This design comes from an exercise in tuning for small area, a short achievable clock period and few clock cycles on the open sky130 flow, not from production work.
Where RTL was checked, it was by simulation tests only, not by an equivalence proof against the original.
No functional check of the RTL was part of runs 4 and 5.
Power figures rest on the tool's default switching activity, not on a simulated workload.

File: run.sh
#!/bin/bash
# synth_recipe.tcl (not shown) runs the flow's synth.tcl, then flattens the netlist and writes it again
# the make line also repeats each setting of config.mk as NAME=value (left out here)
make -C /OpenROAD-flow-scripts/flow DESIGN_CONFIG=/design/flow/config.mk WORK_HOME=/design/flow/orfs CLKGATE_MAP_FILE= SYNTH_SCRIPT=/design/flow/synth_recipe.tcl finish
File: design.v
`timescale 1ns / 1ps
package tcp_pkg;
    localparam logic [3:0] ST_START  = 4'd0;
    localparam logic [3:0] ST_KE     = 4'd1;    
    localparam logic [3:0] ST_KD     = 4'd2;    
    localparam logic [3:0] ST_KS     = 4'd3;    
    localparam logic [3:0] ST_KST    = 4'd4;    
    localparam logic [3:0] ST_KSE    = 4'd5;    
    localparam logic [3:0] ST_KT     = 4'd6;    
    localparam logic [3:0] ST_REJ    = 4'd7;    
    localparam logic [3:0] ST_EN_OK  = 4'd8;    
    localparam logic [3:0] ST_DIS_OK = 4'd9;    
    localparam logic [3:0] ST_SL     = 4'd10;   
    localparam logic [3:0] ST_SI     = 4'd11;   
    localparam logic [3:0] ST_SF     = 4'd12;   
    localparam logic [3:0] ST_TL     = 4'd13;   
    localparam logic [3:0] ST_TI     = 4'd14;   
    localparam logic [7:0] CH_NUL   = 8'h00;
    localparam logic [7:0] CH_TAB   = 8'h09;
    localparam logic [7:0] CH_LF    = 8'h0A;
    localparam logic [7:0] CH_VT    = 8'h0B;
    localparam logic [7:0] CH_FF    = 8'h0C;
    localparam logic [7:0] CH_CR    = 8'h0D;
    localparam logic [7:0] CH_SPACE = 8'h20;
    localparam logic [7:0] CH_PLUS  = 8'h2B;
    localparam logic [7:0] CH_MINUS = 8'h2D;
    localparam logic [7:0] CH_DOT   = 8'h2E;
endpackage
`timescale 1ns / 1ps
`timescale 1ns / 1ps
module tcp_padd #(
    parameter int N    = 32,
    parameter int ARCH = 0,
    parameter int GX_POS = 2
) (
    input  logic [N-1:0] a,
    input  logic [N-1:0] b,
    input  logic         cin,
    input  logic         gx,       
    output logic [N-1:0] s,
    output logic         cout
);
    localparam int L = $clog2(N);
    logic [N-1:0] p0;
    logic [N-1:0] gg [0:2*L];
    logic [N-1:0] pp [0:2*L];
    logic [N-1:0] c;
    always_comb
    begin
        p0 = a ^ b;
        gg[0] = a & b;
        pp[0] = p0;
        gg[0][0] = (a[0] & b[0]) | (p0[0] & cin);
        gg[0][GX_POS] = gg[0][GX_POS] | gx;
        if (ARCH == 0)
        begin
            for (int l = 0; l < L; l++)
            begin
                gg[l+1] = gg[l];
                pp[l+1] = pp[l];
                for (int i = 0; i < N; i++)
                    if (((i >> l) & 1) == 1)
                    begin
                        gg[l+1][i] = gg[l][i] | (pp[l][i] & gg[l][((i >> l) << l) - 1]);
                        pp[l+1][i] = pp[l][i] & pp[l][((i >> l) << l) - 1];
                    end
            end
            for (int l = L; l < 2 * L; l++)
            begin
                gg[l+1] = gg[l];
                pp[l+1] = pp[l];
            end
        end
        else if (ARCH == 2)
        begin
            for (int l = 0; l < L; l++)
            begin
                gg[l+1] = gg[l];
                pp[l+1] = pp[l];
                for (int i = 0; i < N; i++)
                    if (i >= (1 << l))
                    begin
                        gg[l+1][i] = gg[l][i] | (pp[l][i] & gg[l][i - (1 << l)]);
                        pp[l+1][i] = pp[l][i] & pp[l][i - (1 << l)];
                    end
            end
            for (int l = L; l < 2 * L; l++)
            begin
                gg[l+1] = gg[l];
                pp[l+1] = pp[l];
            end
        end
        else
        begin
            for (int l = 0; l < L; l++)
            begin
                gg[l+1] = gg[l];
                pp[l+1] = pp[l];
                for (int i = 0; i < N; i++)
                    if ((((i + 1) % (2 << l)) == 0))
                    begin
                        gg[l+1][i] = gg[l][i] | (pp[l][i] & gg[l][i - (1 << l)]);
                        pp[l+1][i] = pp[l][i] & pp[l][i - (1 << l)];
                    end
            end
            for (int l = L - 2; l >= 0; l--)
            begin
                gg[2*L-1-l] = gg[2*L-2-l];
                pp[2*L-1-l] = pp[2*L-2-l];
                for (int i = 0; i < N; i++)
                    if ((((i + 1) % (2 << l)) == (1 << l)) && (i > (1 << l)))
                    begin
                        gg[2*L-1-l][i] = gg[2*L-2-l][i] | (pp[2*L-2-l][i] & gg[2*L-2-l][i - (1 << l)]);
                        pp[2*L-1-l][i] = pp[2*L-2-l][i] & pp[2*L-2-l][i - (1 << l)];
                    end
            end
        end
        c[0] = cin;
        for (int i = 1; i < N; i++)
            c[i] = gg[2*L-1][i-1];
        s = p0 ^ c;
        cout = gg[2*L-1][N-1];
    end
endmodule
`timescale 1ns / 1ps
module text_command_line_parser_top #(
    parameter int MAX_LINE_CHARS = 63
) (
    input  logic        clk,
    input  logic        rst_n,
    input  logic        rx_valid,
    output logic        rx_ready,
    input  logic [7:0]  rx_byte,
    output logic        cmd_valid,
    input  logic        cmd_ready,
    output logic [1:0]  cmd_kind,
    output logic [31:0] pitch_centideg,
    output logic [31:0] turn_rate_hz
);
    localparam int ADD_ARCH = 0;    
    logic       bv;
    logic [7:0] b;
    logic       rdy;
    logic [3:0] st;
    logic [3:0] st_n;
    logic       ended;
    logic       ended_n;
    logic [5:0] cnt;
    logic [5:0] cnt_n;
    logic [31:0] acc;
    logic        neg;
    logic        neg_n;
    logic        ovf;
    logic [1:0]  frac;
    logic [1:0]  frac_n;
    logic [1:0]  scl;
    logic [1:0]  scl_n;
    logic        nstep;
    logic        nstep_n;
    logic        post;        
    logic        negsel;      
    logic        negsel_b;    
    logic        selS;        
    logic        selT;        
    logic        selS_h;      
    logic        selT_h;
    logic       vld;
    logic       vld_n;
    logic [1:0] okind;
    logic stall;
    logic fire;
    logic is_lf;
    logic is_digit;
    logic is_blank;
    logic is_sign;
    logic is_set;
    logic lead;
    logic kw_state;
    logic kw_last;
    logic num_init;
    logic ovf_clr;
    logic dig_step;
    logic emit;
    logic emit_now;
    logic [1:0] emit_kind;
    logic [1:0] emit_scl;
    logic is_num;
    assign stall = vld && (cnt >= 6'd4);
    assign fire  = bv && !stall;
    assign is_lf    = (b == tcp_pkg::CH_LF);
    assign is_digit = (b[7:4] == 4'h3) && (b[3:0] <= 4'd9);
    assign is_blank = (b == tcp_pkg::CH_SPACE) || (b == tcp_pkg::CH_TAB) ||
                      (b == tcp_pkg::CH_VT) || (b == tcp_pkg::CH_FF);
    assign is_sign  = (b == tcp_pkg::CH_PLUS) || (b == tcp_pkg::CH_MINUS);
    assign is_set   = (st == tcp_pkg::ST_SL) || (st == tcp_pkg::ST_SI) || (st == tcp_pkg::ST_SF);
    assign is_num   = is_set || (st == tcp_pkg::ST_TL) || (st == tcp_pkg::ST_TI);
    assign lead     = (st == tcp_pkg::ST_SL) || (st == tcp_pkg::ST_TL);
    assign kw_state = (st == tcp_pkg::ST_KE) || (st == tcp_pkg::ST_KD) || (st == tcp_pkg::ST_KST) ||
                      (st == tcp_pkg::ST_KSE) || (st == tcp_pkg::ST_KT);
    logic [3:0] pos;
    logic ch_e, ch_n, ch_a, ch_b, ch_l, ch_i, ch_s, ch_t, ch_o, ch_p, ch_u, ch_r, ch_sp;
    logic st_ke, st_kd, st_kst, st_kse, st_kt;
    logic kw_ok;
    assign pos    = cnt[3:0];
    assign ch_e   = (b == "E");
    assign ch_n   = (b == "N");
    assign ch_a   = (b == "A");
    assign ch_b   = (b == "B");
    assign ch_l   = (b == "L");
    assign ch_i   = (b == "I");
    assign ch_s   = (b == "S");
    assign ch_t   = (b == "T");
    assign ch_o   = (b == "O");
    assign ch_p   = (b == "P");
    assign ch_u   = (b == "U");
    assign ch_r   = (b == "R");
    assign ch_sp  = (b == tcp_pkg::CH_SPACE);
    assign st_ke  = (st == tcp_pkg::ST_KE);
    assign st_kd  = (st == tcp_pkg::ST_KD);
    assign st_kst = (st == tcp_pkg::ST_KST);
    assign st_kse = (st == tcp_pkg::ST_KSE);
    assign st_kt  = (st == tcp_pkg::ST_KT);
    assign kw_ok =
        (st_ke  && ((pos == 4'd1 && ch_n) || (pos == 4'd2 && ch_a) || (pos == 4'd3 && ch_b) ||
                    (pos == 4'd4 && ch_l) || (pos == 4'd5 && ch_e))) ||
        (st_kd  && ((pos == 4'd1 && ch_i) || (pos == 4'd2 && ch_s) || (pos == 4'd3 && ch_a) ||
                    (pos == 4'd4 && ch_b) || (pos == 4'd5 && ch_l) || (pos == 4'd6 && ch_e))) ||
        (st_kst && ((pos == 4'd2 && ch_o) || (pos == 4'd3 && ch_p))) ||
        (st_kse && ((pos == 4'd2 && ch_t) || (pos == 4'd3 && ch_p) || (pos == 4'd4 && ch_o) ||
                    (pos == 4'd5 && ch_i) || (pos == 4'd6 && ch_n) || (pos == 4'd7 && ch_t) ||
                    (pos == 4'd8 && ch_sp))) ||
        (st_kt  && ((pos == 4'd1 && ch_u) || (pos == 4'd2 && ch_r) || (pos == 4'd3 && ch_n) ||
                    (pos == 4'd4 && ch_sp)));
    assign kw_last = (st_ke && pos == 4'd5) || (st_kd && pos == 4'd6) || (st_kst && pos == 4'd3) ||
                     (st_kse && pos == 4'd8) || (st_kt && pos == 4'd4);
    always_comb
    begin
        emit      = 1'b0;
        emit_kind = 2'd0;
        emit_scl  = 2'd0;
        unique case (st)
            tcp_pkg::ST_EN_OK:  begin emit = 1'b1; emit_kind = 2'd0; end
            tcp_pkg::ST_DIS_OK: begin emit = 1'b1; emit_kind = 2'd1; end
            tcp_pkg::ST_SL, tcp_pkg::ST_SI, tcp_pkg::ST_SF:
            begin
                emit = 1'b1; emit_kind = 2'd2; emit_scl = 2'd2 - frac;
            end
            tcp_pkg::ST_TL, tcp_pkg::ST_TI: begin emit = 1'b1; emit_kind = 2'd3; end
            default: ;
        endcase
    end
    assign emit_now = fire && is_lf && emit;
    always_comb
    begin
        st_n     = st;
        ended_n  = ended;
        cnt_n    = cnt;
        neg_n    = neg;
        frac_n   = frac;
        num_init = 1'b0;
        ovf_clr  = 1'b0;
        dig_step = 1'b0;
        if (fire && b != tcp_pkg::CH_CR)
        begin
            if (is_lf || cnt == 6'(MAX_LINE_CHARS))
            begin
                st_n    = tcp_pkg::ST_START;
                ended_n = 1'b0;
                cnt_n   = '0;
            end
            else
            begin
                cnt_n = cnt + 6'd1;
                if (cnt == 6'd3)
                begin
                    neg_n   = 1'b0;
                    frac_n  = 2'd0;
                    ovf_clr = 1'b1;
                end
                if (ended || st == tcp_pkg::ST_REJ)
                begin
                end
                else if (b == tcp_pkg::CH_NUL)
                begin
                    ended_n = 1'b1;
                end
                else if (st == tcp_pkg::ST_START)
                begin
                    if (ch_e)      st_n = tcp_pkg::ST_KE;
                    else if (b == "D") st_n = tcp_pkg::ST_KD;
                    else if (ch_s) st_n = tcp_pkg::ST_KS;
                    else if (ch_t) st_n = tcp_pkg::ST_KT;
                    else               st_n = tcp_pkg::ST_REJ;
                end
                else if (st == tcp_pkg::ST_KS)
                begin
                    if (ch_t)      st_n = tcp_pkg::ST_KST;
                    else if (ch_e) st_n = tcp_pkg::ST_KSE;
                    else               st_n = tcp_pkg::ST_REJ;
                end
                else if (kw_state)
                begin
                    if (!kw_ok)
                        st_n = tcp_pkg::ST_REJ;
                    else if (kw_last)
                    begin
                        unique case (st)
                            tcp_pkg::ST_KE:  st_n = tcp_pkg::ST_EN_OK;
                            tcp_pkg::ST_KSE: st_n = tcp_pkg::ST_SL;
                            tcp_pkg::ST_KT:  st_n = tcp_pkg::ST_TL;
                            default:         st_n = tcp_pkg::ST_DIS_OK;
                        endcase
                        if (st == tcp_pkg::ST_KSE || st == tcp_pkg::ST_KT)
                            num_init = 1'b1;
                    end
                end
                else if (st == tcp_pkg::ST_EN_OK || st == tcp_pkg::ST_DIS_OK)
                begin
                    st_n = tcp_pkg::ST_REJ;
                end
                else if (st == tcp_pkg::ST_SF)
                begin
                    if (is_digit)
                    begin
                        if (frac != 2'd2)
                        begin
                            dig_step = 1'b1;
                            frac_n   = frac + 2'd1;
                        end
                    end
                    else
                        ended_n = 1'b1;
                end
                else
                begin
                    if (is_digit)
                    begin
                        dig_step = 1'b1;
                        st_n     = is_set ? tcp_pkg::ST_SI : tcp_pkg::ST_TI;
                    end
                    else if (is_set && b == tcp_pkg::CH_DOT)
                        st_n = tcp_pkg::ST_SF;
                    else if (lead && is_blank)
                    begin
                    end
                    else if (lead && is_sign)
                    begin
                        neg_n = (b == tcp_pkg::CH_MINUS);
                        st_n  = is_set ? tcp_pkg::ST_SI : tcp_pkg::ST_TI;
                    end
                    else
                        ended_n = 1'b1;
                end
            end
        end
    end
    logic scl_step;
    logic neg_step;
    logic sat_step;
    logic post_n;
    logic post_fin;
    logic num_post;
    assign sat_step = post && ovf;
    assign scl_step = post && !ovf && (scl != 2'd0);
    assign neg_step = negsel;
    assign num_post = is_num && (ovf || neg || (is_set && frac != 2'd2));
    always_comb
    begin
        scl_n    = scl;
        nstep_n  = nstep;
        post_n   = post;
        post_fin = 1'b0;
        if (post)
        begin
            if (scl_step)
                scl_n = scl - 2'd1;
            else
            begin
                post_fin = 1'b1;
                post_n   = 1'b0;
                scl_n    = 2'd0;
                nstep_n  = 1'b0;
            end
        end
        else if (emit_now && num_post)
        begin
            post_n  = 1'b1;
            scl_n   = is_set ? 2'd2 - frac : 2'd0;
            nstep_n = neg;
        end
        vld_n = (vld && !cmd_ready) || post_fin || (emit_now && !num_post);
    end
    logic [3:0]  e;
    logic [30:0] add_a;
    logic [30:0] add_b;
    logic [30:0] add_s;
    logic        add_c;
    logic        ovf_new;
    logic [31:0] acc_new;
    assign e     = post ? 4'd0 : b[3:0];
    assign add_a = neg_step ? ~acc[30:0] : {acc[27:0], e[2:0]};
    assign add_b = negsel_b ? 31'd0 : {acc[29:0], 1'b0};
    tcp_padd #(
        .N      (31),
        .ARCH   (ADD_ARCH),
        .GX_POS (2)
    ) u_add (
        .a    (add_a),
        .b    (add_b),
        .cin  (neg_step),
        .gx   (e[3]),
        .s    (add_s),
        .cout (add_c)
    );
    assign ovf_new = add_c || (|acc[30:28]);
    assign acc_new = {neg_step && !add_c, add_s};
    always_ff @(posedge clk)
    begin
        if (ovf_clr)
            ovf <= 1'b0;
        else if ((dig_step || scl_step) && ovf_new)
            ovf <= 1'b1;
        if (num_init)
            acc <= '0;
        else if (sat_step)
            acc <= {neg, {31{!neg}}};
        else if (dig_step || scl_step || neg_step)
            acc <= acc_new;
        neg  <= neg_n;
        frac <= frac_n;
        if (emit_now)
            okind <= emit_kind;
        selS <= emit_now ? (emit_kind == 2'd2) : (okind == 2'd2);
        selT <= emit_now ? (emit_kind == 2'd3) : (okind == 2'd3);
        selS_h <= emit_now ? (emit_kind == 2'd2) : selS;
        selT_h <= emit_now ? (emit_kind == 2'd3) : selT;
        negsel   <= post_n && nstep_n && (scl_n == 2'd0);
        negsel_b <= nstep_n && (scl_n == 2'd0);     
        if (rdy)
            b <= rx_byte;
    end
    always_ff @(posedge clk or negedge rst_n)
    begin
        if (!rst_n)
        begin
            bv    <= 1'b0;
            rdy   <= 1'b1;
            st    <= tcp_pkg::ST_START;
            ended <= 1'b0;
            cnt   <= '0;
            scl   <= 2'd0;
            nstep <= 1'b0;
            post  <= 1'b0;
            vld   <= 1'b0;
        end
        else
        begin
            if (rdy)
                bv <= rx_valid;
            else if (fire)
                bv <= 1'b0;
            rdy   <= !(vld && !cmd_ready && (cnt >= 6'd3));
            st    <= st_n;
            ended <= ended_n;
            cnt   <= cnt_n;
            scl   <= scl_n;
            nstep <= nstep_n;
            post  <= post_n;
            vld   <= vld_n;
        end
    end
    assign rx_ready  = rdy;
    assign cmd_valid = vld;
    assign cmd_kind  = okind;
    assign pitch_centideg = acc & {{16{selS_h}}, {16{selS}}};
    assign turn_rate_hz   = acc & {{16{selT_h}}, {16{selT}}};
endmodule
File: constraint.sdc
create_clock -name core_clock -period 12.0 [get_ports {clk}]
set_input_delay 2.4000 -clock core_clock [delete_from_list [all_inputs] [get_ports {clk}]]
set_output_delay 2.4000 -clock core_clock [all_outputs]
set_load 0.01 [all_outputs]
File: config.mk
export PLATFORM = sky130hd
export DESIGN_NAME = text_command_line_parser_top
export DESIGN_NICKNAME = text_command_line_parser_top
export VERILOG_FILES = /design/flow/design.v
export SDC_FILE = /design/flow/constraint.sdc
export NUM_CORES = 4
export LEC_CHECK = 0
export CAP_MARGIN = 20
export CORE_MARGIN = 2
export CORE_UTILIZATION = 60
export SETUP_SLACK_MARGIN = 5
export SLEW_MARGIN = 20
==> results of run 1 <==
Yosys cell counts (17+ instances only):
| cell | count |
|---|---|
| a21oi_1 | 91 |
| and2_1 | 68 |
| clkbuf_1 | 30 |
| dfrtp_1 | 17 |
| dfxtp_1 | 39 |
| ha_1 | 38 |
| inv_1 | 24 |
| nand2_1 | 63 |
| nand3_1 | 23 |
| nor2_1 | 84 |
| nor2b_1 | 35 |
| nor3_1 | 30 |
| o21ai_0 | 40 |
cell families after synthesis:
logic type	synth area share, %
AND/OR/NAND/NOR	32.0
adder cells (fa/ha/maj)	9.02
multiplexers	1.50
flip-flops	26.4
buffers and inverters	4.80
AO/OA/AOI/OAI	23.9
XOR/XNOR	2.42
how the worst max path moves through the flow:
stage,cells after the start,startpoint,endpoint,slack [ns]
6_report,2,selS_h,pitch_centideg[29],7.84
5_1_grt,11,b[1],acc[19],7.54
4_1_cts,2,selT_h,turn_rate_hz[31],7.83
3_5_place_dp,11,b[1],acc[25],8.01
3_3_place_gp,13,negsel,acc[28],8.15
2_1_floorplan,14,negsel,acc[17],8.57
cell type report:
| cell class | count | area, sq um | area share (%) |
|---|---|---|---|
| Clock buffer | 10 | 128 | 1.79 |
| Clock inverter | 6 | 70.1 | 0.982 |
| Inverter | 25 | 93.8 | 1.32 |
| Multi-Input combinational cell | 671 | 4240 | 59.4 |
| Sequential cell | 70 | 1620 | 22.8 |
| Tap cell | 133 | 166 | 2.33 |
| Timing Repair Buffer | 82 | 813 | 11.4 |
worst max-delay path: cells and delay by family (launching register included):
family | cells | cell delay, ns
buffers and inverters | 1 | 0.53
DFF | 1 | 0.67
and+or+nand+nor | 1 | 0.21
through the flow:
step	hold WS, ns	util [%]	cell area (sq um)
2_1_floorplan	0.482	-	6160
3_3_place_gp	0.496	70.3	6940
3_5_place_dp	0.509	70.3	6940
5_1_grt	0.555	72.3	7130
4_1_cts	0.525	72.3	7130
6_report	0.522	72.3	7130
power breakdown:
part	switching, W	internal [W]
combinational	0.000280	0.000228
clock	0.000100	0.0000976
sequential	0.000111	0.000287
sequential cells by signal (all words and copies together), names as in the netlist, 2 cells and up, named ones only:
name,flops
acc,31
b,8
cnt,6
st,4
frac,2
okind,2
scl,2
routing by layer:
layer	share of wire [%]	up-vias	routed length, um
met1	45	2964	7910
met5	0	-	0
met3	10	31	1790
met2	44	360	7780
li1	-	3012	-
met4	1.6	0	283
==> out/qor.csv, run 1 <==
metric;value;unit
status;complete, no violations;
hold_class;register to register;
nets;913;
hold_violations;0;
worstPathMaxFanout;16;
maxSlewHeadroom;40.3;%
cp_slowest_stage_delay;0.67;ns
fillers;779;
fin_crit_sh;34.7;%
tightest_slew;0.895;ns
drt-total-wl;17800;um
critPathCaptureType;primary output;
r2r_cells;11;
grt-ovfl-total;0;
area_growth;15.9;%
clk_pin_slew_worst_paths;0.08;ns
ir_worst_vdd;0.0000958;V
route.vias.total;6367;
synth-edff-count;13;
synth-async-reset-ratio;25.7;%
drc;0;
dpl.hpwl;12800;um
row_count;36;
slew_violations;0;
fmax;240;MHz
portBuffers;79;
dr.pass1.iters;7;
fin_cells;997;
slowest_stage;dfxtp_1;
busiest_layer;met2;
setup_ws;7.84;ns
r2r_end;acc[25];
setup_violations;0;
grt_pass1_wl;29200;um
synth-seq-cells;70;
routedWlPerCell;17.8;um
vias_per_cell;6.39;
synth_top_area_share;12.7;%
fin_setup_tns;0;ns
synth_top_area_cell;dfxtp_1;
cts.htree.levels;3;
ys_types;78;
cp.arrival;1.76;ns
crit_required;9.60;ns
start_util;62.4;%
die_w;105;um
ys_warn_count;4;
drive_gt1_share;4.40;%
tritoncts;built;
gp_congestion;0.951;
power;0.00110;W
met1_usage;46.8;%
syn-cell-area;6160;sq um
dp.cells;981;
ys.flop_type;dfxtp_1;
synth_area_leaders;dfxtp_1, ha_1, a21oi_1;
grt_max_degree;64;
min_path_cells;1;
worstPathCellList;and2_1 -> clkdlybuf4s50_1;
syn_inst;814;
holdBufCountCts;0;
final_cell_mix;a21oi_1, nor2_1, clkdlybuf4s50_1, and2_1, nand2_1;
fp.dieH;105;um
worstReg2RegStart;b[1];
synth_fp_nets;868;
fin_skew;0.00872;ns
ios;80;
diodes;0;
yosysSeqAreaShare;26.4;%
cts_max_path_buffers;2;
grt_usage;32.0;%
critical_path_class;register to primary output;
p_leak;2.97;nW
cts_resized;0;
r2r_slack;7.89;ns
syn_avg_cell_area;7.56;sq um
cts.sinks;70;
ant_nets;0;
antenna_found_initial;0;
clkLatencyLatePin;0.35;ns
drt-initial-drc-count;689;
met2_usage;49.7;%
cts_made_buffers;9;
grtUsageMet3;5.19;%
timing.final.crit_period;4.16;ns
clockRootBuffer;clkbuf_8;
drv_cap;0;
dpl_worst_slack;8.01;ns
whs_endpoint;selS;
post_cts.repair.setup_buffers;0;
power_density;155;nW/um^2
grt_setup_unrepaired;false;
mostFrequentLayoutCell;a21oi_1;
startpoint_type;register;
die_area;11100;sq um
hold_path.startpoint;okind[0];
core_area;9860;sq um
grt_pass1_vias;5838;
Testbench counts, summed over its fixed seeds: cycles 40,726.
==> run 2: changes to the inputs <==
==> flow/run.sh (new file) <==
#!/bin/bash
# Standard ORFS layout (same SDC and clock period). Ports get buf_1 buffers, and
# timing repair aims for setup slack 8.5 ns at the design's period.
set -euo pipefail
bash standard.sh "BUFFER_PORTS_ARGS=-buffer_cell sky130_fd_sc_hd__buf_1" SETUP_SLACK_MARGIN=8.5 CORE_UTILIZATION=60 finish > standard_flow.log 2>&1
==> standard.sh (new file) <==
#!/bin/bash
# synth_recipe.tcl (not shown) runs the flow's synth.tcl, then flattens the netlist and writes it again
# the make line also repeats each setting of config.mk as NAME=value (left out here)
make -C /OpenROAD-flow-scripts/flow DESIGN_CONFIG=/design/flow/config.mk WORK_HOME=/design/flow/orfs CLKGATE_MAP_FILE= SYNTH_SCRIPT=/design/flow/synth_recipe.tcl "${@:-finish}"
--- a/config.mk
+++ b/config.mk
@@ -9,4 +9,3 @@
 export CORE_MARGIN = 2
-export CORE_UTILIZATION = 60
-export SETUP_SLACK_MARGIN = 5
+export CORE_UTILIZATION = 40
 export SLEW_MARGIN = 20
removed: run.sh
==> run 2 against run 1 <==
Effect of this change:
- still clean on timing, DRC and antenna
- non-clock buffer count grew 21
- largest power group unchanged
- sequential power hardly changed
- power is 1.7% higher
- utilization increased by 0.52 points
- die area stayed put
- register-to-register slack better by 0.82 ns
==> out/qor.csv, run 2 <==
metric;value;unit;change
status;complete, no violations;;
mostFrequentLayoutCell;a21oi_1;;
yosys-top-cells-count;a21oi_1, nor2_1, and2_1;;
syn-cell-area;6160;sq um;unchanged
clk_pin_slew_worst_paths;0.08;ns;about the same
top_register;acc;;
drt-total-wl;19100;um;+7.7%
ys_warn_count;4;;unchanged
synth-edff-count;13;;unchanged
critical_path_class;register to primary output;;
start_util;62.4;%;unchanged
drive_gt1_share;15.7;%;+11 points
fin_crit_sh;30.0;%;-4.7 points
hold_violations;0;;unchanged
synth_most_common_cell;a21oi_1;;
area_growth;16.7;%;
cts.sinks;70;;unchanged
cp.arrival;1.20;ns;-0.56 ns
worstPathCellList;buf_6 -> and2_1 -> clkbuf_2;;
synth_compound_area_share;23.9;%;unchanged
p_sw_share;44.1;%;-0.43 points
largest_reg_flops;31;;unchanged
die_w;105;um;unchanged
routedWlPerCell;18.8;um;+5.4%
drt-initial-drc-count;702;;+1.9%
synth_fp_nets;868;;unchanged
drv_cap;0;;unchanged
holdBufCountCts;0;;unchanged
ys.flop_type;dfxtp_1;;
grt_usage;31.8;%;-0.28 points
synth-async-reset-ratio;25.7;%;unchanged
nets;935;;+2.4%
fin_skew;0.0173;ns;+0.00855 ns
cts_max_path_buffers;2;;unchanged
antenna_found_initial;0;;unchanged
synthMuxAreaShare;1.50;%;unchanged
yosysSeqAreaShare;26.4;%;unchanged
fin_setup_tns;0;ns;unchanged
synth_top_area_cell;dfxtp_1;;
slew_violations;0;;unchanged
grt_pass1_wl;28600;um;-2.0%
p_int;0.000628;W;+2.5%
tightest_slew;0.958;ns;+0.0632 ns
die_area;11100;sq um;unchanged
clockRootBuffer;clkbuf_8;;
critPathCaptureType;primary output;;
synth_area_leaders;dfxtp_1, ha_1, a21oi_1;;
dpl.hpwl;12500;um;-2.9%
fin_hold_ws;0.492;ns;-0.0302 ns
slowest_stage;dfxtp_4;;
clkLatencyLatePin;0.37;ns;+0.02 ns
power.share.combinational;45.3;%;-0.7 points
timing.final.crit_period;3.60;ns;-0.563 ns
clkPwrFrac;19.4;%;+1.5 points
p_leak;3.12;nW;+5.1%
ant_nets;0;;unchanged
drc;0;;unchanged
startpoint_type;register;;
diodes;0;;unchanged
row_count;36;;unchanged
synthXorXnorAreaFrac;2.42;%;unchanged
grt_setup_unrepaired;true;;
fmax;278;MHz;+16%
yosys.area_share.simple;32.0;%;unchanged
vias_per_cell;6.44;;+0.87%
portBuffers;79;;unchanged
switching_power;0.000495;W;+0.72%
seq_power_share;35.3;%;-0.8 points
tritoncts;built;;
ir_worst_vdd;0.0000916;V;-4.4%
grt_pass1_vias;5645;;-3.3%
cts.htree.levels;3;;unchanged
biggestRegsByFlops;acc x31, b x8, cnt x6;;
setup_violations;0;;unchanged
gp_congestion;0.994;;+4.5%
fp.dieH;105;um;unchanged
syn_inst;814;;unchanged
syn_avg_cell_area;7.56;sq um;unchanged
core_area;9860;sq um;unchanged
synth_top_family_by_area;simple AND/OR/NAND/NOR gates;;
synth_top_area_share;12.7;%;unchanged
worstPathMaxFanout;8;;-8
synth-seq-cells;70;;unchanged
grt_max_degree;65;;+1.6%
route.vias.total;6564;;+3.1%
maxSlewHeadroom;36.0;%;-4.4 points
power_density;156;nW/um^2;+0.98%
final_cell_mix;a21oi_1, nor2_1, nand2_1, and2_1, buf_1;;
hold_class;register to register;;
crit_required;9.60;ns;about the same
synthAdderAreaFrac;9.02;%;unchanged
dr.pass1.iters;5;;-2
cp_slowest_stage_delay;0.37;ns;-0.30 ns
ys_types;78;;unchanged
ios;80;;unchanged
cts_made_buffers;9;;unchanged
grt-ovfl-total;0;;unchanged
==> run 2: cell counts after synthesis <==
No cell type changed its count.
==> run 2: layout make-up <==
class	instances	area (sq um)
multi-input cells	672	4350
inverters	25	93.8
repair buffers	103	703
clock inverters	6	87.6
flip-flops and latches	70	1660
clock buffers	10	128
well taps	133	166
fillers	774	2680
==> run 2: worst paths after layout <==
path	slack, ns	endpoint	from	cells past startpoint
max	8.40	pitch_centideg[24]	selS_h	3
min	0.49	selS	okind[0]	1
max reg2reg	8.71	acc[21]	b[3]	9
min reg2reg	0.49	selS	okind[0]	1
max in group asynchronous	9.58	post	rst_n	1
min in group asynchronous	2.01	cnt[5]	rst_n	1
==> run 2: worst max-delay path: cells and delay by family (launching register included) <==
kind                   cells  cell delay [ns]
buffers and inverters      2             0.29
DFF                        1             0.37
and+or+nand+nor            1             0.17
==> run 2: power groups by stage <==
stage               Clock, W  Sequential (W)  Combinational [W]
floorplan                  0        0.000328           0.000418
global placement           0        0.000391           0.000466
detailed placement         0        0.000393           0.000475
CTS                 0.000215        0.000388           0.000482
global route        0.000229        0.000406           0.000558
finish              0.000218        0.000396           0.000509
==> run 2: what timing repair did <==
| item | CTS | global route |
|---|---|---|
| gates resized for setup | 22 | 109 |
| setup endpoints to repair | 97 | 93 |
| gates cloned | 1 | 1 |
| setup buffers | 5 | 16 |
| pin swaps | 1 | 3 |
==> run 2: through the flow <==
stage | setup WS (ns) | instance area [sq um] | utilization [%] | std cells | power, W
after detailed placement | 7.66 | 6440 | 65.3 | 980 | 0.000868
after CTS | 8.49 | 6760 | 68.5 | 1002 | 0.00108
after floorplan | 8.57 | 6160 | - | 814 | 0.000745
after global routing | 8.37 | 7190 | 72.8 | 1019 | 0.00119
after global placement | 7.99 | 6440 | 65.3 | 980 | 0.000857
final | 8.40 | 7190 | 72.8 | 1019 | 0.00112
==> run 2: metal layers <==
metal  vias to the layer above  GRT usage, %  share of wire (%)
li1                       3058             -                  -
met1                      3062          47.8                 45
met2                       411          46.1                 43
met3                        33          7.24                 11
met4                         0          6.86                1.3
met5                         -             0                  0
==> run 2: cell families (layout without fill, tap and decap cells) <==
group / after synthesis / count (layout)
xor+xnor: 17 / 17
compound gates: 233 / 233
mux: 9 / 9
fa+ha+maj: 42 / 42
buf+inv: 73 / 144
simple gates: 370 / 371
flops: 70 / 70
==> run 3: changes to the inputs <==
==> flow/run.sh (replaced) <==
#!/bin/bash
# Standard ORFS layout (same SDC and clock period). Ports get buf_2 buffers, and
# timing repair aims for setup slack 8.5 ns at the design's period.
set -euo pipefail
bash standard.sh "BUFFER_PORTS_ARGS=-buffer_cell sky130_fd_sc_hd__buf_2" SETUP_SLACK_MARGIN=8.5 CORE_UTILIZATION=60 "CTS_ARGS=-sink_clustering_enable -repair_clock_nets -dont_use_dummy_load -sink_clustering_size 40 -sink_clustering_max_diameter 300 -sink_clustering_levels 1" finish > standard_flow.log 2>&1
==> run 3 against run 2 <==
Effect of this change:
- synthesized cell count stayed put
- hold slack got worse by 0.019 ns
- sequential share of layout area up 0.92 points
- maximum frequency is 2.8% higher
- sequential cell count stayed put
- via count is 3.2% lower
- utilization decreased by 2.8 points
==> out/qor.csv, run 3 <==
metric;value;unit;change
status;complete, no violations;;
power_density;150;nW/um^2;-3.9%
drt-total-wl;18300;um;-4.5%
slew_violations;0;;unchanged
drv_cap;0;;unchanged
route.vias.total;6355;;-3.2%
fin_setup_tns;0;ns;unchanged
grt-ovfl-total;0;;unchanged
start_util;62.4;%;unchanged
hold_violations;0;;unchanged
die_w;105;um;unchanged
p_int;0.000572;W;-8.9%
ys.flop_type;dfxtp_1;;
yosys-top-cells-count;a21oi_1, nor2_1, and2_1;;
min_path_cells;1;;unchanged
grt_pass1_wl;28800;um;+0.55%
cts.sinks;70;;unchanged
grt_usage;32.1;%;+0.34 points
dr.pass1.iters;8;;+3
syn_inst;814;;unchanged
cts_max_path_buffers;2;;unchanged
fin_crit_sh;29.2;%;-0.82 points
vias_per_cell;6.31;;-2.0%
holdBufCountCts;0;;unchanged
row_count;36;;unchanged
tritoncts;built;;
critical_path_class;register to primary output;;
hold_class;register to register;;
ir_worst_vdd;0.000101;V;+9.9%
ant_nets;0;;unchanged
crit_required;9.60;ns;about the same
whs_endpoint;selS;;
largest_reg_flops;31;;unchanged
r2r_slack;8.62;ns;-0.09 ns
r2r_cells;12;;+3
nets;930;;-0.53%
antenna_found_initial;0;;unchanged
worstPathMaxFanout;16;;+8
top_register;acc;;
fmax;286;MHz;+2.8%
fin_hold_ws;0.473;ns;-0.0186 ns
p_sw_share;45.0;%;+0.88 points
power.share.combinational;48.0;%;+2.7 points
startpoint_type;register;;
diodes;0;;unchanged
synth_most_common_cell;a21oi_1;;
cp.arrival;1.10;ns;-0.10 ns
core_area;9860;sq um;unchanged
setup_violations;0;;unchanged
yosysSeqAreaShare;26.4;%;unchanged
r2r_end;acc[17];;
mostFrequentLayoutCell;a21oi_1;;
syn-cell-area;6160;sq um;unchanged
seq_power_share;37.9;%;+2.6 points
synth_top_area_cell;dfxtp_1;;
synth-async-reset-ratio;25.7;%;unchanged
worstReg2RegStart;post;;
fp.dieH;105;um;unchanged
syn_avg_cell_area;7.56;sq um;unchanged
ys_warn_count;4;;unchanged
switching_power;0.000467;W;-5.6%
timing.final.crit_period;3.50;ns;-0.0984 ns
area_growth;12.3;%;
clkPwrFrac;14.2;%;-5.2 points
synth_area_leaders;dfxtp_1, ha_1, a21oi_1;;
hold_path.startpoint;okind[0];;
cts.htree.levels;3;;unchanged
portBuffers;79;;unchanged
dpl.hpwl;12500;um;+0.66%
tightest_slew;0.900;ns;-0.0586 ns
grt_setup_unrepaired;true;;
p_leak;3.21;nW;+2.7%
synth-edff-count;13;;unchanged
synth_top_area_share;12.7;%;unchanged
synth-seq-cells;70;;unchanged
maxSlewHeadroom;39.9;%;+3.9 points
final_cell_mix;a21oi_1, nor2_1, buf_2, and2_1, nand2_1;;
die_area;11100;sq um;unchanged
gp_congestion;0.959;;-3.5%
grt_pass1_vias;5678;;+0.58%
critPathCaptureType;primary output;;
fin_skew;0.0201;ns;+0.00285 ns
drive_gt1_share;17.6;%;+1.9 points
synth_fp_nets;868;;unchanged
drt-initial-drc-count;644;;-8.3%
grt_max_degree;65;;unchanged
clk_pin_slew_worst_paths;0.08;ns;about the same
ys_types;78;;unchanged
cts_made_buffers;9;;unchanged
clkLatencyLatePin;0.36;ns;about the same
clockRootBuffer;clkbuf_8;;
biggestRegsByFlops;acc x31, b x8, cnt x6;;
routedWlPerCell;18.1;um;-3.3%
ios;80;;unchanged
drc;0;;unchanged
[run 3: changes by cell type in the layout (fill, tap and decap cells not counted), sizes merged]
cell      before  now
bufinv         2    0
buf           88   96
clkinv         2    0
clkinvlp       2    0
clkbuf        25   11
[run 3: how the worst max path moves through the flow]
| stage | start | endpoint | cells past startpoint |
|---|---|---|---|
| after floorplan | negsel | acc[17] | 14 |
| after global placement | b[1] | acc[25] | 10 |
| after detailed placement | b[1] | acc[25] | 10 |
| after CTS | selT_h | turn_rate_hz[31] | 2 |
| after global routing | selT_h | turn_rate_hz[31] | 2 |
| final | selT_h | turn_rate_hz[31] | 2 |
[run 3: power groups by stage]
stage / logic (W) / clock network, W / registers (W)
after floorplan: 0.000418 / 0 / 0.000328
after global placement: 0.000470 / 0 / 0.000390
after detailed placement: 0.000480 / 0 / 0.000393
after CTS: 0.000487 / 0.000148 / 0.000387
after global routing: 0.000555 / 0.000158 / 0.000405
final: 0.000499 / 0.000147 / 0.000393
[run 3: layout make-up]
cell class,instances,area [sq um]
multi-input combinational,672,4280
fill,864,2950
sequential,70,1660
timing repair buffer,98,586
tap,133,166
clock buffer,9,124
inverter,25,93.8
[run 3: per-layer routing]
metal	track usage [%]	wire length, um	vias to the layer above
met5	0	0	-
met4	6.48	159	0
met3	7.05	1940	17
met2	47.5	7900	318
met1	48.0	8270	2990
li1	-	-	3030
[run 3: worst max-delay path, cell delays in order (launching register included)]
cell and delay [ns]:
dfxtp_4 0.44, and2_1 0.17, buf_2 0.13
[run 3: cell families after synthesis]
logic type               after synthesis  synth area share [%]
adder cells (fa/ha/maj)               42                  9.02
multiplexers                           9                  1.50
AND/OR/NAND/NOR                      370                  32.0
flip-flops                            70                  26.4
buffers and inverters                 73                  4.80
XOR/XNOR                              17                  2.42
AO/OA/AOI/OAI                        233                  23.9
[run 3: timing repair]
item | 4_1_cts | 5_1_grt
setup endpoints to repair | 97 | 66
resized for setup | 15 | 22
cloned | 1 | 2
pin swaps | 1 | 2
buffers inserted | 5 | 10
[run 3: per-stage QoR]
stage | total power [W] | cells | util (%) | area [sq um] | setup WS, ns
3_3_place_gp | 0.000860 | 980 | 66.3 | 6540 | 8.02
4_1_cts | 0.00102 | 995 | 68.4 | 6750 | 8.49
3_5_place_dp | 0.000872 | 980 | 66.3 | 6540 | 7.79
2_1_floorplan | 0.000745 | 814 | - | 6160 | 8.57
5_1_grt | 0.00112 | 1007 | 70.1 | 6910 | 8.45
6_report | 0.00104 | 1007 | 70.1 | 6910 | 8.50
==> run 4: changes to the inputs <==
--- a/design.v
+++ b/design.v
@@ -162,6 +162,4 @@
     logic        negsel_b;    
-    logic        selS;        
-    logic        selT;        
-    logic        selS_h;      
-    logic        selT_h;
+    logic [3:0]  selS;        
+    logic [3:0]  selT;        
     logic       vld;
@@ -432,6 +430,9 @@
             okind <= emit_kind;
-        selS <= emit_now ? (emit_kind == 2'd2) : (okind == 2'd2);
-        selT <= emit_now ? (emit_kind == 2'd3) : (okind == 2'd3);
-        selS_h <= emit_now ? (emit_kind == 2'd2) : selS;
-        selT_h <= emit_now ? (emit_kind == 2'd3) : selT;
+        selS[0] <= emit_now ? (emit_kind == 2'd2) : (okind == 2'd2);
+        selT[0] <= emit_now ? (emit_kind == 2'd3) : (okind == 2'd3);
+        for (int k = 1; k < 4; k++)
+        begin
+            selS[k] <= emit_now ? (emit_kind == 2'd2) : selS[k-1];
+            selT[k] <= emit_now ? (emit_kind == 2'd3) : selT[k-1];
+        end
         negsel   <= post_n && nstep_n && (scl_n == 2'd0);
@@ -474,4 +475,4 @@
     assign cmd_kind  = okind;
-    assign pitch_centideg = acc & {{16{selS_h}}, {16{selS}}};
-    assign turn_rate_hz   = acc & {{16{selT_h}}, {16{selT}}};
+    assign pitch_centideg = acc & {{8{selS[3]}}, {8{selS[2]}}, {8{selS[1]}}, {8{selS[0]}}};
+    assign turn_rate_hz   = acc & {{8{selT[3]}}, {8{selT[2]}}, {8{selT[1]}}, {8{selT[0]}}};
 endmodule
==> flow/run.sh (replaced) <==
#!/bin/bash
# Standard ORFS layout (same SDC and clock period). Ports get buf_2 buffers, and
# timing repair aims for setup slack 8.5 ns at the design's period.
set -euo pipefail
bash standard.sh "BUFFER_PORTS_ARGS=-buffer_cell sky130_fd_sc_hd__buf_2" SETUP_SLACK_MARGIN=8.5 CORE_UTILIZATION=60 finish > standard_flow.log 2>&1
==> run 4 against run 3 <==
Effect of this change:
- clock power is 41% higher
- via count increased by 2.5%
- worst setup slack better by 0.037 ns
- utilization is 1.0 points lower
- maximum frequency up 1.1%
- register-to-register slack got worse by 0.02 ns
==> out/qor.csv, run 4 <==
metric;value;unit;change
core_area;10400;sq um;+5.1%
area_growth;11.1;%;
worstPathCellList;and2_1 -> buf_2;;
ios;80;;unchanged
timing.final.crit_period;3.46;ns;-0.0370 ns
power_density;152;nW/um^2;+1.2%
grt_setup_unrepaired;true;;
drv_cap;0;;unchanged
synth_top_area_share;13.4;%;+0.67 points
ir_worst_vdd;0.000128;V;+28%
slew_violations;0;;unchanged
synthXorXnorAreaFrac;2.17;%;-0.24 points
portBuffers;79;;unchanged
tritoncts;built;;
synth_compound_area_share;23.8;%;-0.041 points
grt_usage;32.8;%;+0.67 points
crit_buf_inv;1;;unchanged
grt_max_degree;62;;-4.6%
synth_area_leaders;dfxtp_1, ha_1, and2_1;;
dpl_worst_slack;7.95;ns;+0.153 ns
slowest_stage;dfxtp_4;;
worstPathMaxFanout;9;;-7
biggestRegsByFlops;acc x31, b x8, cnt x6;;
crit_family;flip-flops;;
setup_ws;8.54;ns;+0.0370 ns
cp.arrival;1.06;ns;-0.04 ns
cp_slowest_stage_delay;0.39;ns;-0.05 ns
highest_layer;met4;;
yosys.area_share.simple;31.8;%;-0.27 points
met1Wirelength;7390;um;-11%
cts.sinks;74;;+5.7%
gp_congestion;0.983;;+2.4%
synth_top_area_cell;dfxtp_1;;
ys_types;76;;-2.6%
synthAdderAreaFrac;8.62;%;-0.40 points
fp.dieH;108;um;+2.2%
largest_reg_flops;31;;unchanged
dr.pass1.iters;6;;-2
drc;0;;unchanged
wl_met3;1350;um;-30%
route.vias.total;6512;;+2.5%
die_w;108;um;+2.2%
startpoint_type;register;;
maxSlewHeadroom;38.1;%;-1.8 points
wl_met2;9120;um;+15%
critPathCaptureType;primary output;;
routedWlPerCell;18.4;um;+1.2%
fin_skew;0.00694;ns;-0.0132 ns
synth-seq-cells;74;;+5.7%
vias_per_cell;6.38;;+1.1%
ys_warn_count;4;;unchanged
dpl.hpwl;13200;um;+5.5%
synth-async-reset-ratio;24.3;%;-1.4 points
synth_top_family_by_area;simple AND/OR/NAND/NOR gates;;
synth_fp_nets;889;;+2.4%
ys.flop_type;dfxtp_1;;
grt-ovfl-total;0;;unchanged
critical_path_class;register to primary output;;
nets;934;;+0.43%
tightest_slew;0.927;ns;+0.0271 ns
setup_violations;0;;unchanged
fillers;843;;-2.4%
drive_gt1_share;18.8;%;+1.1 points
drt-initial-drc-count;460;;-29%
status;complete, no violations;;
cts_max_path_buffers;2;;unchanged
clkLatencyLatePin;0.36;ns;about the same
fin_setup_tns;0;ns;unchanged
syn_avg_cell_area;7.72;sq um;+2.1%
hold_class;register to register;;
mostFrequentLayoutCell;nor2_1;;
fmax;289;MHz;+1.1%
row_count;37;;+2.8%
crit_required;9.60;ns;about the same
antenna_found_initial;0;;unchanged
diodes;0;;unchanged
grt_pass1_wl;30200;um;+4.9%
synth-edff-count;13;;unchanged
top_register;acc;;
drt-total-wl;18700;um;+2.6%
clockRootBuffer;clkbuf_8;;
yosys-top-cells-count;nor2_1, a21oi_1, and2_1;;
cts.htree.levels;3;;unchanged
syn-cell-area;6450;sq um;+4.7%
hold_violations;0;;unchanged
cts_made_buffers;9;;unchanged
clk_pin_slew_worst_paths;0.09;ns;about the same
synthMuxAreaShare;2.39;%;+0.88 points
ant_nets;0;;unchanged
die_area;11600;sq um;+4.5%
fin_crit_sh;28.9;%;-0.31 points
grt_pass1_vias;6210;;+9.4%
syn_inst;835;;+2.6%
final_cell_mix;nor2_1, buf_2, a21oi_1, and2_1, o21ai_0;;
p_leak;3.29;nW;+2.6%
synth_most_common_cell;nor2_1;;
yosysSeqAreaShare;26.4;%;+0.060 points
start_util;62.2;%;-0.26 points
==> run 4: changes by cell type in the layout (fill, tap and decap cells not counted), moves of 9 or more <==
cell / before / now
nand2_1: 63 / 40
dfxtp_1: 20 / 8
buf_4: 16 / 5
a21oi_1: 91 / 76
nor2_1: 83 / 108
a31oi_1: 14 / 5
dfxtp_2: 14 / 28
==> run 4: report_power, final <==
group | switching (W) | leakage, nW | total, W | internal (W)
Clock | 0.000110 | 0.101 | 0.000208 | 0.0000976
Combinational | 0.000261 | 2.46 | 0.000469 | 0.000208
Sequential | 0.000109 | 0.727 | 0.000413 | 0.000304
Total | 0.000480 | 3.29 | 0.00109 | 0.000610
==> run 4: worst reg2reg max path, cell delays in order (launching register included) <==
cell      delay (ns)
dfrtp_1         0.44
ha_1            0.36
and3_1          0.27
and3_1          0.23
nor4bb_1        0.33
a31o_2          0.28
or3_1           0.12
buf_4           0.42
o21a_1          0.50
and4b_1         0.28
a211oi_2        0.05
==> run 4: final cells by class <==
cell class	count	area [sq um]	area share, %
timing repair buffer	85	453	6.32
tap	136	170	2.38
clock buffer	9	124	1.73
inverter	27	101	1.42
clock inverter	7	77.6	1.08
sequential	74	1760	24.6
multi-input combinational	683	4470	62.4
==> run 4: worst paths after layout <==
path	end	depth (start not counted)	slack [ns]	start
min in group asynchronous	vld	1	1.96	rst_n
worst max register to register	acc[30]	10	8.60	cnt[0]
worst min-delay path	acc[11]	2	0.53	acc[11]
worst max-delay path	turn_rate_hz[4]	2	8.54	selT[0]
worst min register to register	acc[11]	2	0.53	acc[11]
max in group asynchronous	rdy	1	9.71	rst_n
==> run 4: cells by family (layout without fill, tap and decap cells) <==
logic type / count (synthesis) / after routing
AO/OA/AOI/OAI: 232 / 232
AND/OR/NAND/NOR: 378 / 378
XOR/XNOR: 16 / 16
adder cells (fa/ha/maj): 42 / 42
multiplexers: 15 / 15
buffers and inverters: 78 / 128
flip-flops: 74 / 74
==> run 4: through the flow <==
step	hold slack, ns	cells	area (sq um)	total power (W)	util [%]
after floorplan	0.472	835	6450	0.000747	-
after global placement	0.495	1003	6830	0.000847	65.9
after detailed placement	0.515	1003	6830	0.000865	65.9
after CTS	0.539	1020	7090	0.00107	68.4
after global routing	0.561	1021	7160	0.00117	69.1
final	0.531	1021	7160	0.00109	69.1
==> run 4: per-layer routing <==
layer | track usage (%) | vias to the layer above
met5 | 0 | -
met4 | 16.0 | 0
met3 | 5.99 | 66
met2 | 56.1 | 289
met1 | 39.5 | 3064
li1 | - | 3093
==> run 4: what timing repair did <==
item | CTS | global route
hold buffers | 0 | 0
pin swaps | 0 | 0
setup endpoints to repair | 68 | 72
gates resized for setup | 17 | 34
setup buffers | 1 | 1
==> run 5: changes to the inputs <==
--- a/design.v
+++ b/design.v
@@ -153,6 +153,6 @@
     logic        ovf;
-    logic [1:0]  frac;
-    logic [1:0]  frac_n;
-    logic [1:0]  scl;
+    logic [1:0]  scl;         
     logic [1:0]  scl_n;
+    logic        scl_init;
+    logic        scl_frac;
     logic        nstep;
@@ -183,3 +183,2 @@
     logic [1:0] emit_kind;
-    logic [1:0] emit_scl;
     logic is_num;
@@ -237,3 +236,2 @@
         emit_kind = 2'd0;
-        emit_scl  = 2'd0;
         unique case (st)
@@ -243,3 +241,3 @@
             begin
-                emit = 1'b1; emit_kind = 2'd2; emit_scl = 2'd2 - frac;
+                emit = 1'b1; emit_kind = 2'd2;
             end
@@ -256,3 +254,4 @@
         neg_n    = neg;
-        frac_n   = frac;
+        scl_init = 1'b0;
+        scl_frac = 1'b0;
         num_init = 1'b0;
@@ -274,3 +273,3 @@
                     neg_n   = 1'b0;
-                    frac_n  = 2'd0;
+                    scl_init = 1'b1;
                     ovf_clr = 1'b1;
@@ -322,6 +321,6 @@
                     begin
-                        if (frac != 2'd2)
+                        if (scl != 2'd0)
                         begin
                             dig_step = 1'b1;
-                            frac_n   = frac + 2'd1;
+                            scl_frac = 1'b1;
                         end
@@ -363,3 +362,3 @@
     assign neg_step = negsel;
-    assign num_post = is_num && (ovf || neg || (is_set && frac != 2'd2));
+    assign num_post = is_num && (ovf || neg || (is_set && scl != 2'd0));
     always_comb
@@ -385,5 +384,9 @@
             post_n  = 1'b1;
-            scl_n   = is_set ? 2'd2 - frac : 2'd0;
+            scl_n   = is_set ? scl : 2'd0;
             nstep_n = neg;
         end
+        else if (scl_init)
+            scl_n = 2'd2;
+        else if (scl_frac)
+            scl_n = scl - 2'd1;
         vld_n = (vld && !cmd_ready) || post_fin || (emit_now && !num_post);
@@ -427,3 +430,2 @@
         neg  <= neg_n;
-        frac <= frac_n;
         if (emit_now)
==> flow/run.sh (replaced) <==
#!/bin/bash
# Standard ORFS layout (same SDC and clock period). Ports get buf_2 buffers, and
# timing repair aims for setup slack 8.5 ns at the design's period.
set -euo pipefail
bash standard.sh "BUFFER_PORTS_ARGS=-buffer_cell sky130_fd_sc_hd__buf_2" SETUP_SLACK_MARGIN=8.5 CORE_UTILIZATION=60 "CTS_ARGS=-sink_clustering_enable -repair_clock_nets -dont_use_dummy_load -sink_clustering_size 40 -sink_clustering_max_diameter 300 -sink_clustering_levels 1" finish > standard_flow.log 2>&1
==> run 5 against run 4 <==
Effect of this change:
- still clean
- design area is 2.8% lower
- global-route usage is 1.1 points lower
- critical path depth stayed put
- utilization is 1.3 points lower
- power is 46% higher
- maximum frequency is 0.25% lower
- die area is 2.2% lower
- clock power is 28% lower
- routed wire length is 3.6% lower
- cell count is 2.3% lower
- largest cell class unchanged
==> out/qor.csv, run 5 <==
metric;value;unit;change
status;complete, no violations;;
cts.sinks;72;;-2.7%
drive_gt1_share;18.2;%;-0.54 points
syn_inst;804;;-3.7%
vias_per_cell;6.31;;-1.1%
yosysSeqAreaShare;26.1;%;-0.33 points
fin_setup_tns;0;ns;unchanged
ys_warn_count;4;;unchanged
routedWlPerCell;18.1;um;-1.4%
slowest_stage;dfxtp_2;;
maxSlewHeadroom;46.6;%;+8.5 points
route.vias.total;6293;;-3.4%
clk_pin_slew_worst_paths;0.07;ns;-0.02 ns
yosys-top-cells-count;a21oi_1, and2_1, nor2_1;;
fillers;919;;+9.0%
cp.arrival;1.07;ns;about the same
ios;80;;unchanged
power.share.combinational;60.8;%;+18 points
syn-cell-area;6300;sq um;-2.3%
clockRootBuffer;clkbuf_8;;
power_density;228;nW/um^2;+50%
synth-async-reset-ratio;25.0;%;+0.68 points
cts.htree.levels;3;;unchanged
die_w;106;um;-1.1%
portBuffers;79;;unchanged
seq_power_share;29.8;%;-8.1 points
hold_class;register to register;;
ir_worst_vdd;0.000165;V;+28%
seqCellArea;1680;sq um;-4.5%
drt-total-wl;18100;um;-3.6%
fin_hold_ws;0.523;ns;-0.00725 ns
nets;915;;-2.0%
critPathCaptureType;primary output;;
hold_violations;0;;unchanged
largest_reg_flops;31;;unchanged
start_util;61.3;%;-0.89 points
dr.pass1.iters;5;;-1
fin_skew;0.0184;ns;+0.0115 ns
placed_cell_area;6690;sq um;-2.1%
row_count;37;;unchanged
tritoncts;built;;
worstPathCellList;and2_1 -> buf_2;;
antenna_found_initial;0;;unchanged
diodes;0;;unchanged
synth_most_common_cell;a21oi_1;;
startpoint_type;register;;
grt_pass1_wl;28900;um;-4.3%
drt-initial-drc-count;360;;-22%
syn_avg_cell_area;7.83;sq um;+1.5%
fin_crit_sh;28.9;%;+0.074 points
cts_made_buffers;9;;unchanged
drc;0;;unchanged
core_area;10300;sq um;-0.89%
final_area;6960;sq um;-2.8%
grt_max_degree;61;;-1.6%
fmax;288;MHz;-0.25%
top_register;acc;;
p_sw_share;47.8;%;+3.8 points
cp_slowest_stage_delay;0.45;ns;+0.06 ns
grt_usage;31.7;%;-1.1 points
ant_nets;0;;unchanged
switching_power;0.000760;W;+58%
final_core_util;67.7;%;-1.3 points
synth_area_leaders;dfxtp_1, a21oi_1, and2_1;;
power;0.00159;W;+46%
met1Wirelength;7370;um;-0.34%
timing.final.crit_period;3.47;ns;+0.00883 ns
cts_max_path_buffers;2;;unchanged
setup_violations;0;;unchanged
clkPwrFrac;9.4;%;-9.7 points
synth_fp_nets;855;;-3.8%
worstPathMaxFanout;8;;-1
area_growth;10.5;%;
crit_required;9.60;ns;about the same
synth-seq-cells;72;;-2.7%
synth_top_area_share;13.7;%;+0.32 points
synth-edff-count;11;;-2
clkLatencyLatePin;0.35;ns;about the same
multi_input_area;4390;sq um;-1.8%
grt-ovfl-total;0;;unchanged
critical_path_class;register to primary output;;
gp_congestion;0.964;;-1.9%
p_int;0.000828;W;+36%
drv_cap;0;;unchanged
mostFrequentLayoutCell;a21oi_1;;
wl_met3;977;um;-27%
slew_violations;0;;unchanged
highest_layer;met4;;
holdBufCountCts;0;;unchanged
fp.dieH;106;um;-1.1%
grt_setup_unrepaired;false;;
ys.flop_type;dfxtp_1;;
final_cell_mix;a21oi_1, buf_2, and2_1, nor2_1, nand2_1;;
synth_top_area_cell;dfxtp_1;;
p_leak;3.11;nW;-5.5%
die_area;11300;sq um;-2.2%
ys_types;88;;+16%
grt_pass1_vias;5918;;-4.7%
dpl.hpwl;12800;um;-3.1%
biggestRegsByFlops;acc x31, b x8, cnt x6;;
tightest_slew;0.801;ns;-0.126 ns
wl_met2;9090;um;-0.35%
-- run 5: cell count changes after synthesis, moves of 8 or more --
| cell | change |
|---|---|
| mux2i_1 | -8 |
| nand2_1 | +25 |
| clkbuf_1 | -8 |
| nor3b_1 | +8 |
| nor2_1 | -41 |
| a21oi_1 | +13 |
| nor3_1 | -11 |
-- run 5: path summary, 6_finish.rpt --
kind	from	endpoint	slack [ns]	depth (start not counted)
setup / recovery	selT[3]	turn_rate_hz[27]	8.53	2
hold / removal	selS[0]	selS[1]	0.52	1
setup reg to reg	negsel	acc[31]	8.68	13
hold reg to reg	selS[0]	selS[1]	0.52	1
max in group asynchronous	rst_n	rdy	9.64	1
min in group asynchronous	rst_n	st[3]	2.00	1
-- run 5: critical path, delay by kind of cell, from the launching register on --
kind	cells	cell delay, ns
buffers and inverters	1	0.12
flip-flops	1	0.45
AND/OR/NAND/NOR	1	0.16
-- run 5: cells by family after synthesis --
group / count (synthesis) / synth area share (%)
simple gates: 359 / 32.3
compound gates: 238 / 24.4
flops: 72 / 26.1
buf+inv: 66 / 4.67
fa+ha+maj: 39 / 8.23
xor+xnor: 24 / 3.34
mux: 6 / 0.993
-- run 5: area by class of cell --
cell class / instances / area share, %
multi-input combinational: 666 / 63.1
timing repair buffer: 92 / 7.26
tap: 136 / 2.44
clock buffer: 9 / 1.78
inverter: 23 / 1.24
sequential: 72 / 24.2
-- run 5: power groups by stage --
stage          clock network, W  registers [W]  logic, W
2_1_floorplan                 0       0.000381  0.000794
3_3_place_gp                  0       0.000464  0.000917
3_5_place_dp                  0       0.000468  0.000933
4_1_cts                0.000150       0.000462  0.000943
5_1_grt                0.000160       0.000487   0.00108
6_report               0.000149       0.000473  0.000965
-- run 5: per-stage QoR --
stage                     setup WS, ns  cells
after floorplan                   8.53    804
after global placement            8.29    979
after detailed placement          8.31    979
after CTS                         8.45    989
after global routing              8.50    998
final                             8.53    998
-- run 5: what timing repair did --
item | 4_1_cts | 5_1_grt
pin swaps | 0 | 2
buffers inserted | 1 | 9
gates resized for setup | 9 | 31
endpoints found under the setup margin | 78 | 78
-- run 5: layer usage --
metal	global-route usage [%]	vias up
met2	57.0	251
met4	14.6	0
li1	-	3007
met1	37.4	2982
met3	3.99	53
met5	0	-
==> run 6: changes to the inputs <==
--- a/design.v
+++ b/design.v
@@ -162,4 +162,6 @@
     logic        negsel_b;    
-    logic [3:0]  selS;        
-    logic [3:0]  selT;        
+    logic        selS;        
+    logic        selT;        
+    logic        selS_h;      
+    logic        selT_h;
     logic       vld;
@@ -432,9 +434,6 @@
             okind <= emit_kind;
-        selS[0] <= emit_now ? (emit_kind == 2'd2) : (okind == 2'd2);
-        selT[0] <= emit_now ? (emit_kind == 2'd3) : (okind == 2'd3);
-        for (int k = 1; k < 4; k++)
-        begin
-            selS[k] <= emit_now ? (emit_kind == 2'd2) : selS[k-1];
-            selT[k] <= emit_now ? (emit_kind == 2'd3) : selT[k-1];
-        end
+        selS <= emit_now ? (emit_kind == 2'd2) : (okind == 2'd2);
+        selT <= emit_now ? (emit_kind == 2'd3) : (okind == 2'd3);
+        selS_h <= emit_now ? (emit_kind == 2'd2) : selS;
+        selT_h <= emit_now ? (emit_kind == 2'd3) : selT;
         negsel   <= post_n && nstep_n && (scl_n == 2'd0);
@@ -477,4 +476,4 @@
     assign cmd_kind  = okind;
-    assign pitch_centideg = acc & {{8{selS[3]}}, {8{selS[2]}}, {8{selS[1]}}, {8{selS[0]}}};
-    assign turn_rate_hz   = acc & {{8{selT[3]}}, {8{selT[2]}}, {8{selT[1]}}, {8{selT[0]}}};
+    assign pitch_centideg = acc & {{16{selS_h}}, {16{selS}}};
+    assign turn_rate_hz   = acc & {{16{selT_h}}, {16{selT}}};
 endmodule
==> run 6 against run 5 <==
Effect of this change:
- still clean on timing, DRC and antenna
- sequential power is 12% lower
- routed wire length is 2.2% lower
- critical path depth stayed put
- combinational power is 19% lower
- hold slack worse by 0.047 ns
- critical path type unchanged
- critical endpoint is now turn_rate_hz[6]
- largest cell class unchanged
==> out/qor.csv, run 6 <==
metric;value;unit;change
status;complete, no violations;;
yosys-top-cells-count;nor2_1, a21oi_1, and2_1;;
dpl_worst_slack;8.14;ns;-0.163 ns
dpl.hpwl;12400;um;-3.4%
dp.cells;961;;-1.8%
critical_path_class;register to primary output;;
p_leak;3.02;nW;-2.7%
synth_most_common_cell;nor2_1;;
holdBufCountCts;0;;unchanged
setup_violations;0;;unchanged
dr.pass1.iters;6;;+1
ys_warn_count;4;;unchanged
crit_buf_inv;1;;unchanged
ios;80;;unchanged
synthMuxAreaShare;1.72;%;+0.73 points
timing.final.crit_period;3.47;ns;-0.00201 ns
worstPathMaxFanout;17;;+9
cp_slowest_stage_delay;0.43;ns;-0.02 ns
synth-seq-cells;68;;-5.6%
grt_max_degree;54;;-11%
cts.sinks;68;;-5.6%
setup_ws;8.53;ns;+0.00201 ns
slew_violations;0;;unchanged
top_register;acc;;
drt-initial-drc-count;632;;+76%
largest_reg_flops;31;;unchanged
clkLatencyLatePin;0.36;ns;about the same
mostFrequentLayoutCell;nor2_1;;
synth_top_family_by_area;simple AND/OR/NAND/NOR gates;;
cts_max_path_buffers;2;;unchanged
hold_violations;0;;unchanged
ir_worst_vdd;0.000141;V;-15%
antenna_found_initial;0;;unchanged
row_count;36;;-2.7%
fin_setup_tns;0;ns;unchanged
tritoncts;built;;
fin_skew;0.0164;ns;-0.00204 ns
yosysSeqAreaShare;25.6;%;-0.51 points
hold_class;register to register;;
synth_fp_nets;846;;-1.1%
crit_family;flip-flops;;
worstPathCellList;and2_1 -> buf_2;;
drc;0;;unchanged
clk_pin_slew_worst_paths;0.08;ns;about the same
fin_crit_sh;28.9;%;about the same
start_util;62.2;%;+0.96 points
synth_area_leaders;dfxtp_1, ha_1, and2_1;;
diodes;0;;unchanged
tightest_slew;1.07;ns;+0.270 ns
synth-async-reset-ratio;26.5;%;+1.5 points
cp.arrival;1.07;ns;about the same
fmax;288;MHz;about the same
die_w;105;um;-1.4%
nets;896;;-2.1%
ant_nets;0;;unchanged
grt_pass1_vias;5747;;-2.9%
final_cell_mix;nor2_1, buf_2, a21oi_1, and2_1, nand2_1;;
core_area;9820;sq um;-4.5%
vias_per_cell;6.43;;+1.9%
fp.dieH;105;um;-1.4%
ys_types;83;;-5.7%
synth_top_area_share;12.8;%;-0.89 points
startpoint_type;register;;
portBuffers;79;;unchanged
synth_top_area_cell;dfxtp_1;;
area_growth;10.7;%;
grt-ovfl-total;0;;unchanged
drt-total-wl;17700;um;-2.2%
critPathCaptureType;primary output;;
r2r_cells;8;;-5
yosys.area_share.simple;33.2;%;+0.88 points
syn-cell-area;6110;sq um;-3.0%
synthXorXnorAreaFrac;2.72;%;-0.61 points
maxSlewHeadroom;28.4;%;-18 points
die_area;11000;sq um;-2.8%
synthAdderAreaFrac;8.48;%;+0.25 points
power_density;199;nW/um^2;-13%
fin_cells;976;;-2.2%
gp_congestion;0.974;;+1.1%
routedWlPerCell;18.1;um;about the same
slowest_stage;dfxtp_4;;
cts.htree.levels;3;;unchanged
grt_setup_unrepaired;true;;
route.vias.total;6272;;-0.33%
min_path_cells;1;;unchanged
path_depth;2;;unchanged
crit_required;9.60;ns;about the same
syn_avg_cell_area;7.69;sq um;-1.9%
drv_cap;0;;unchanged
clockRootBuffer;clkbuf_8;;
synth-edff-count;11;;unchanged
biggestRegsByFlops;acc x31, b x8, cnt x6;;
syn_inst;795;;-1.1%
grt_pass1_wl;28700;um;-0.89%
grt_usage;31.9;%;+0.25 points
ys.flop_type;dfxtp_1;;
synth_compound_area_share;23.3;%;-1.1 points
drive_gt1_share;17.6;%;-0.66 points
cts_made_buffers;9;;unchanged
==> run 6: area by class of cell <==
cell class | count | area (sq um)
tap | 133 | 166
timing repair buffer | 88 | 475
clock buffer | 9 | 124
fill | 869 | 3060
multi-input combinational | 651 | 4310
inverter | 27 | 104
sequential | 68 | 1590
==> run 6: final timing paths <==
path	endpoint	start	slack, ns
max in group asynchronous	rdy	rst_n	9.70
setup reg to reg	acc[27]	b[3]	8.64
setup / recovery	turn_rate_hz[6]	selT	8.53
hold / removal	selS	okind[0]	0.48
min in group asynchronous	scl[0]	rst_n	1.97
hold reg to reg	selS	okind[0]	0.48
==> run 6: worst register-to-register path: cells and delay by family, from the launching register on <==
kind | cells | cell delay [ns]
AOI/OAI and AO/OA | 4 | 0.93
and+or+nand+nor | 4 | 1.62
DFF | 1 | 0.69
==> run 6: per-stage QoR <==
step / instance area, sq um / hold slack (ns) / util [%] / power (W)
2_1_floorplan: 6110 / 0.481 / - / 0.000982
3_3_place_gp: 6490 / 0.489 / 66.1 / 0.00113
3_5_place_dp: 6490 / 0.475 / 66.1 / 0.00116
4_1_cts: 6660 / 0.478 / 67.9 / 0.00131
5_1_grt: 6760 / 0.518 / 68.9 / 0.00146
6_report: 6760 / 0.477 / 68.9 / 0.00134
==> run 6: logic make-up (layout without fill, tap and decap cells) <==
family          Yosys count  count (layout)
fa+ha+maj                39              39
xor+xnor                 19              19
mux                      10              10
buf+inv                  76             124
simple gates            369             369
flops                    68              68
compound gates          214             214
==> run 6: power breakdown <==
group | switching, W | internal (W)
logic | 0.000424 | 0.000353
clock network | 0.0000809 | 0.0000669
registers | 0.000123 | 0.000295
total | 0.000628 | 0.000715
==> run 6: routing by layer <==
layer	global-route usage (%)	routed length (um)
met1	44.5	7720
met2	49.0	8030
met3	6.36	1590
met4	11.6	337
met5	0	0
==> run 6: what timing repair did <==
item                       in CTS  in global routing
cloned                          0                  0
setup endpoints to repair      98                 66
pin swaps                       1                  1
buffers inserted                1                  5
resized for setup              16                 19
Testbench counts of run 6, summed over its fixed seeds: cycles 40,726.

## what the ideal ports hide
No port has a modelled driver above. Below, the same layouts with a new extraction and two added sets of constraints.
Step 1: set_driving_cell puts a clkbuf_16 on clk and a buf_2 on each other input, an assumption about the parent block.
Step 2, shift: input delay + t, output delay - t, t = (earliest + latest rising clock arrival at the registers) / 2. This alone moves slack from input paths to output paths.
Slacks: ideal / step 1 / step 2; pairs: ideal / step 1.
| run | shift t [ns] | slack for setup (ns) | worst register clock-pin slew, ns |
|---|---|---|---|
| run 1 | 0.382 | 7.838 / 7.801 / 7.894 | 0.09 / 0.09 |
| run 2 | 0.395 | 8.401 / 8.364 / 8.714 | 0.09 / 0.09 |
| run 3 | 0.382 | 8.499 / 8.463 / 8.624 | 0.08 / 0.08 |
| run 4 | 0.397 | 8.536 / 8.501 / 8.598 | 0.09 / 0.09 |
| run 5 | 0.376 | 8.527 / 8.492 / 8.685 | 0.08 / 0.08 |
| run 6 | 0.383 | 8.529 / 8.495 / 8.641 | 0.08 / 0.08 |
After both steps every run listed still meets setup and hold.
